From an optimization exercise on the open Yosys and OpenROAD flow, aimed at small area and a short achievable clock period; shortcuts taken in it are not production practice.
In this exercise RTL edits were held to simulation tests only and were not proved equivalent to the original.

[config.mk]
export PLATFORM = sky130hd
export DESIGN_NAME = md_sched
export DESIGN_NICKNAME = md_sched
export VERILOG_FILES = /design/flow/design.v
export SDC_FILE = /design/flow/constraint.sdc
export NUM_CORES = 4
export LEC_CHECK = 0
export CAP_MARGIN = 20
export CORE_MARGIN = 2
export CORE_UTILIZATION = 40
export SETUP_SLACK_MARGIN = 5
export SLEW_MARGIN = 20
[constraint.sdc]
create_clock -name core_clock -period 120.0 [get_ports {clk}]
set_input_delay 24.0000 -clock core_clock [delete_from_list [all_inputs] [get_ports {clk}]]
set_output_delay 24.0000 -clock core_clock [all_outputs]
set_load 0.01 [all_outputs]
[design.v]
`default_nettype none
package md_sched_pkg;
  typedef enum logic [2:0] {
    MD_NONE  = 3'd0,
    MD_MULT  = 3'd1,
    MD_MULTU = 3'd2,
    MD_DIV   = 3'd3,
    MD_DIVU  = 3'd4,
    MD_MTHI  = 3'd5,
    MD_MTLO  = 3'd6
  } md_op_e;
  localparam int DEF_MULT_CYCLES = 5;
  localparam int DEF_DIV_CYCLES  = 10;
endpackage
`default_nettype wire
`default_nettype none
module md_arith (
  input  logic [2:0]  op,
  input  logic [31:0] a,
  input  logic [31:0] b,
  output logic [63:0] result,
  output logic        div0
);
  logic        w_is_mul;
  logic        w_is_div;
  logic        w_signed;
  logic        w_a_neg;
  logic        w_b_neg;
  logic [31:0] w_a_mag;
  logic [31:0] w_b_mag;
  logic [31:0] w_divisor;
  logic [63:0] w_prod;
  logic [31:0] w_quo;
  logic [31:0] w_rem;
  always_comb begin
    w_is_mul  = (op == md_sched_pkg::MD_MULT) || (op == md_sched_pkg::MD_MULTU);
    w_is_div  = (op == md_sched_pkg::MD_DIV)  || (op == md_sched_pkg::MD_DIVU);
    w_signed  = (op == md_sched_pkg::MD_MULT) || (op == md_sched_pkg::MD_DIV);
    w_a_neg   = w_signed & a[31];
    w_b_neg   = w_signed & b[31];
    w_a_mag   = w_a_neg ? (32'd0 - a) : a;
    w_b_mag   = w_b_neg ? (32'd0 - b) : b;
    w_divisor = (b == 32'd0) ? 32'd1 : w_b_mag;
    w_prod = {32'd0, w_a_mag} * {32'd0, w_b_mag};
    if (w_a_neg ^ w_b_neg) begin
      w_prod = 64'd0 - w_prod;
    end
    w_quo = w_a_mag / w_divisor;
    w_rem = w_a_mag % w_divisor;
    if (w_a_neg ^ w_b_neg) begin
      w_quo = 32'd0 - w_quo;
    end
    if (w_a_neg) begin
      w_rem = 32'd0 - w_rem;
    end
    result = 64'd0;
    if (w_is_mul) begin
      result = w_prod;
    end else if (w_is_div) begin
      result = {w_rem, w_quo};
    end
    div0 = w_is_div && (b == 32'd0);
  end
endmodule
`default_nettype wire
`default_nettype none
module md_sched #(
  parameter int MULT_CYCLES = md_sched_pkg::DEF_MULT_CYCLES,
  parameter int DIV_CYCLES  = md_sched_pkg::DEF_DIV_CYCLES,
  parameter int CNT_W       = 4
) (
  input  logic        clk,
  input  logic        reset,
  input  logic        E_valid,
  input  logic [2:0]  E_md_op,
  input  logic [31:0] E_rs,
  input  logic [31:0] E_rt,
  input  logic        D_is_md,
  output logic        start,
  output logic        busy,
  output logic        md_stall,
  output logic [31:0] hi,
  output logic [31:0] lo
);
  localparam logic [CNT_W-1:0] C_MULT_CNT = CNT_W'(MULT_CYCLES);
  localparam logic [CNT_W-1:0] C_DIV_CNT  = CNT_W'(DIV_CYCLES);
  localparam logic [CNT_W-1:0] C_CNT_ONE  = CNT_W'(1);
  logic [CNT_W-1:0] r_cnt;
  logic [63:0]      r_pend;
  logic             r_pend_div0;
  logic [31:0]      r_hi;
  logic [31:0]      r_lo;
  logic [63:0]      w_result;
  logic             w_div0;
  logic             w_is_launch_op;
  logic             w_is_div_op;
  logic             w_mthi;
  logic             w_mtlo;
  logic             w_commit;
  md_arith u_arith (
    .op     (E_md_op),
    .a      (E_rs),
    .b      (E_rt),
    .result (w_result),
    .div0   (w_div0)
  );
  always_comb begin
    w_is_div_op    = (E_md_op == md_sched_pkg::MD_DIV) || (E_md_op == md_sched_pkg::MD_DIVU);
    w_is_launch_op = (E_md_op == md_sched_pkg::MD_MULT) || (E_md_op == md_sched_pkg::MD_MULTU) || w_is_div_op;
    busy           = (r_cnt != '0);
    start          = E_valid && w_is_launch_op && !busy;
    w_mthi         = E_valid && (E_md_op == md_sched_pkg::MD_MTHI) && !busy;
    w_mtlo         = E_valid && (E_md_op == md_sched_pkg::MD_MTLO) && !busy;
    w_commit       = (r_cnt == C_CNT_ONE);
    md_stall       = D_is_md && (start || busy);
  end
  always_ff @(posedge clk) begin
    if (reset) begin
      r_cnt       <= '0;
      r_pend      <= 64'd0;
      r_pend_div0 <= 1'b0;
      r_hi        <= 32'd0;
      r_lo        <= 32'd0;
    end else begin
      if (start) begin
        r_cnt       <= w_is_div_op ? C_DIV_CNT : C_MULT_CNT;
        r_pend      <= w_result;
        r_pend_div0 <= w_div0;
      end else if (busy) begin
        r_cnt <= r_cnt - C_CNT_ONE;
      end
      if (w_commit) begin
        if (!r_pend_div0) begin
          r_hi <= r_pend[63:32];
          r_lo <= r_pend[31:0];
        end
      end else begin
        if (w_mthi) begin
          r_hi <= E_rs;
        end
        if (w_mtlo) begin
          r_lo <= E_rs;
        end
      end
    end
  end
  assign hi = r_hi;
  assign lo = r_lo;
endmodule
`default_nettype wire
[run.sh]
#!/bin/bash
# synth_recipe.tcl (not shown) runs the flow's synth.tcl, then flattens the netlist and writes it again
# the make line also repeats each setting of config.mk as NAME=value (left out here)
make -C /OpenROAD-flow-scripts/flow DESIGN_CONFIG=/design/flow/config.mk WORK_HOME=/design/flow/orfs CLKGATE_MAP_FILE= SYNTH_SCRIPT=/design/flow/synth_recipe.tcl finish
==> results.json <==
{
  "yosysUniqueCellTypes": 100,
  "synth-seq-area-share": 0.0363,
  "vias_per_cell": 6.27,
  "ys.flop_type": "dfxtp_1",
  "rsz0062_at_grt": "no",
  "synth_top_cell_by_area": "fa_1",
  "cts_buffers": 17,
  "end_kind": "register",
  "grt_pass1_wl_mm": 537,
  "layout_commonest_cell": "nand2_1",
  "fin_skew_ns": 0.0326,
  "slew_violations": 0,
  "cts_tree": "done",
  "dpl_cell_area_um2": 78600,
  "synth_top_area_frac": 0.245,
  "start_util": 0.401,
  "synth.top_cells.by_area": "fa_1 (24%), ha_1 (14%), nand2_1 (7.3%), inv_1 (6.0%), nor2_1 (5.4%)",
  "final_cell_area_um2": 80100,
  "die_h_um": 432,
  "die_x_um": 432,
  "clock_sinks": 133,
  "fillers": 18800,
  "layout.nets": 11700,
  "ys_async_sr_fraction": 0,
  "report.final.setup_viol": 0,
  "synth_seq_cells": 133,
  "place_hpwl_mm": 299,
  "min_period_ns": 111.66,
  "hp-class": "register to register",
  "clk_pin_slew_ns": 0.10,
  "drv_cap": 0,
  "synth_edf_count": 0,
  "grtUsageTotal": 0.395,
  "timing.hold.ws_ns": 0.494,
  "hold_violations": 0,
  "ant_nets": 0,
  "die_area_um2": 187000,
  "min_period_over_period": 0.930,
  "drt-met1-wl_mm": 147,
  "cp.arrival_ns": 112.07,
  "antenna_found_initial": 17,
  "postCtsHoldBufs": 0,
  "grt_pass1_vias": 76200,
  "port_buffers": 137,
  "final_cell_mix": "nand2_1 (1,417), inv_1 (1,158), nor2_1 (1,044)",
  "htreeDepth": 4,
  "drtIter0Drc": 8131,
  "path_common_cell": "ha_1",
  "crit_slowest_cell": "nor2_1",
  "drive_gt1_frac": 0.0667,
  "crit_type": "input port to register",
  "crit_fanout": 26,
  "wl_met2_mm": 158,
  "cp.required_ns": 120.42,
  "grt_max_degree": 83,
  "first_pass_iters": 6,
  "tightest_slew_ns": 1.19,
  "area_delta_synth_final_pct": 9.30,
  "finalCoreUtilization": 0.439,
  "rows": 157,
  "dp_slack_ns": -3.00,
  "syn_area_per_cell_um2": 7.39,
  "yosys_warnings": 2,
  "gp_congestion": 1.11,
  "core-area_um2": 183000,
  "cts_buffer_depth": 2,
  "status": "timing/DRC/antenna clean",
  "routed_wl_mm": 375,
  "worstSkewPairLatency_ns": 0.51,
  "met3WireLength_mm": 35.5,
  "syn_inst": 9920,
  "slew_headroom": 0.203,
  "io_pins": 138,
  "max_freq_ghz": 0.00896,
  "syn_area_um2": 73300,
  "start_kind": "input port",
  "syn_nets": 11700,
  "grt_remaining_overflow": 0,
  "max_stage_delay_ns": 0.73,
  "drc": 0,
  "cts-root-buf": "clkbuf_16",
  "route.detailed.wl_per_inst_um": 30.4,
  "setup_slack_ns": 8.34,
  "vias": 77500,
  "routed.top_layer": "met5"
}
[flip-flops by register name, indices dropped and copies added (netlist names)]
register and count:
r_cnt 4, r_hi 32, r_pend 64, r_pend_div0 1, r_lo 32
[metrics by stage]
step                      std cells  TNS [ns]
after global placement        12300    -99.86
after floorplan                9920         0
after detailed placement      12300   -129.17
final                         12400         0
after global routing          12300         0
after CTS                     12300         0
[cells by family (layout without fill, tap and decap cells)]
group / Yosys count / in the layout / synth area share
multiplexers: 60 / 60 / 0.00867
adder cells (fa/ha/maj): 1698 / 1698 / 0.382
XOR/XNOR: 615 / 615 / 0.0735
other: 0 / 13 / 0
AND/OR/NAND/NOR: 3526 / 3526 / 0.213
AO/OA/AOI/OAI: 2264 / 2264 / 0.203
buffers and inverters: 1624 / 1663 / 0.0837
flip-flops: 133 / 133 / 0.0363
[repair_timing]
action	in CTS	in global routing
setup buffers	6	15
pin swaps	3	6
endpoints found under the setup margin	64	64
gates resized for setup	51	121
[critical path: cells and delay by family]
kind,cells,cell delay (ns)
XOR/XNOR,2,0.88
adder cells (fa/ha/maj),32,10.43
AO/OA/AOI/OAI,162,43.07
buffers and inverters,33,7.10
AND/OR/NAND/NOR,107,25.68
multiplexers,3,0.66
[final timing paths]
path / cells past startpoint / slack, ns / to / startpoint
worst max-delay path: 339 / 8.34 / r_pend[17] / E_rs[9]
worst min register to register: 2 / 0.49 / r_pend[52] / r_pend[52]
worst min-delay path: 2 / 0.49 / r_pend[52] / r_pend[52]
worst max register to register: 11 / 116.56 / r_pend[32] / r_cnt[0]
[per-layer routing]
metal  up-vias  global-route usage
met1     38200               0.499
met4         8               0.297
met3      1158              0.0846
li1      33800                   -
met5         -                   0
met2      4323               0.591
[synth_stat cells, types with 35 or more instances]
| master | count |
|---|---|
| o21ai_0 | 359 |
| or2_2 | 42 |
| ha_1 | 801 |
| a21o_1 | 185 |
| a21boi_0 | 35 |
| nor3_1 | 244 |
| o21a_1 | 128 |
| fa_1 | 897 |
| nand2_1 | 1425 |
| and3_1 | 60 |
| a31oi_1 | 134 |
| nand4_1 | 73 |
| xnor2_1 | 387 |
| o211ai_1 | 65 |
| nand2b_1 | 67 |
| nor4_1 | 58 |
| or3_1 | 69 |
| and2_1 | 75 |
| a221oi_1 | 67 |
| inv_1 | 1168 |
| dfxtp_1 | 133 |
| xor2_1 | 228 |
| a21oi_1 | 636 |
| nor2b_1 | 47 |
| clkbuf_1 | 363 |
| o21bai_1 | 44 |
| nand3_1 | 176 |
| o31ai_1 | 82 |
| nor2_1 | 1063 |
| a211oi_1 | 143 |
| buf_1 | 51 |
[final cells by class]
| class | instances | area, um^2 | area share |
|---|---|---|---|
| sequential | 133 | 2660 | 0.0332 |
| clock buffer | 18 | 439 | 0.00548 |
| clock inverter | 14 | 159 | 0.00198 |
| multi-input combinational | 8163 | 65700 | 0.820 |
| antenna | 13 | 32.5 | 0.000406 |
| timing repair buffer | 441 | 3670 | 0.0458 |
| inverter | 1190 | 4480 | 0.0559 |
| tap | 2385 | 2980 | 0.0372 |

==> static timing again, ports no longer ideal <==
The results above use ideal ports. As a check the final layout listed here was re-extracted and re-timed, cells and wires unchanged.
Step 1: set_driving_cell puts a clkbuf_16 on clk and a buf_2 on each other input, an assumption about the parent block.
Step 2 adds t to the input delays and takes it off the output delays; t is the mean of the earliest and latest rising clock arrival at the registers after step 1. Input paths then give back, and output paths get back, about the clock's delay inside the block.
Three values: no drivers, after step 1, after step 2; two values: the first two.
t, ns: 0.553
slack for setup (ns): 8.344 / 8.370 / 7.817
worst hold slack (ns): 0.494 / 0.494 / 0.494
pins driven straight from the clock port: 1
After both steps setup and hold are still met in this run. For this run, drivers alone change the setup slack by +0.026 ns; drivers and shift together by -0.527 ns.
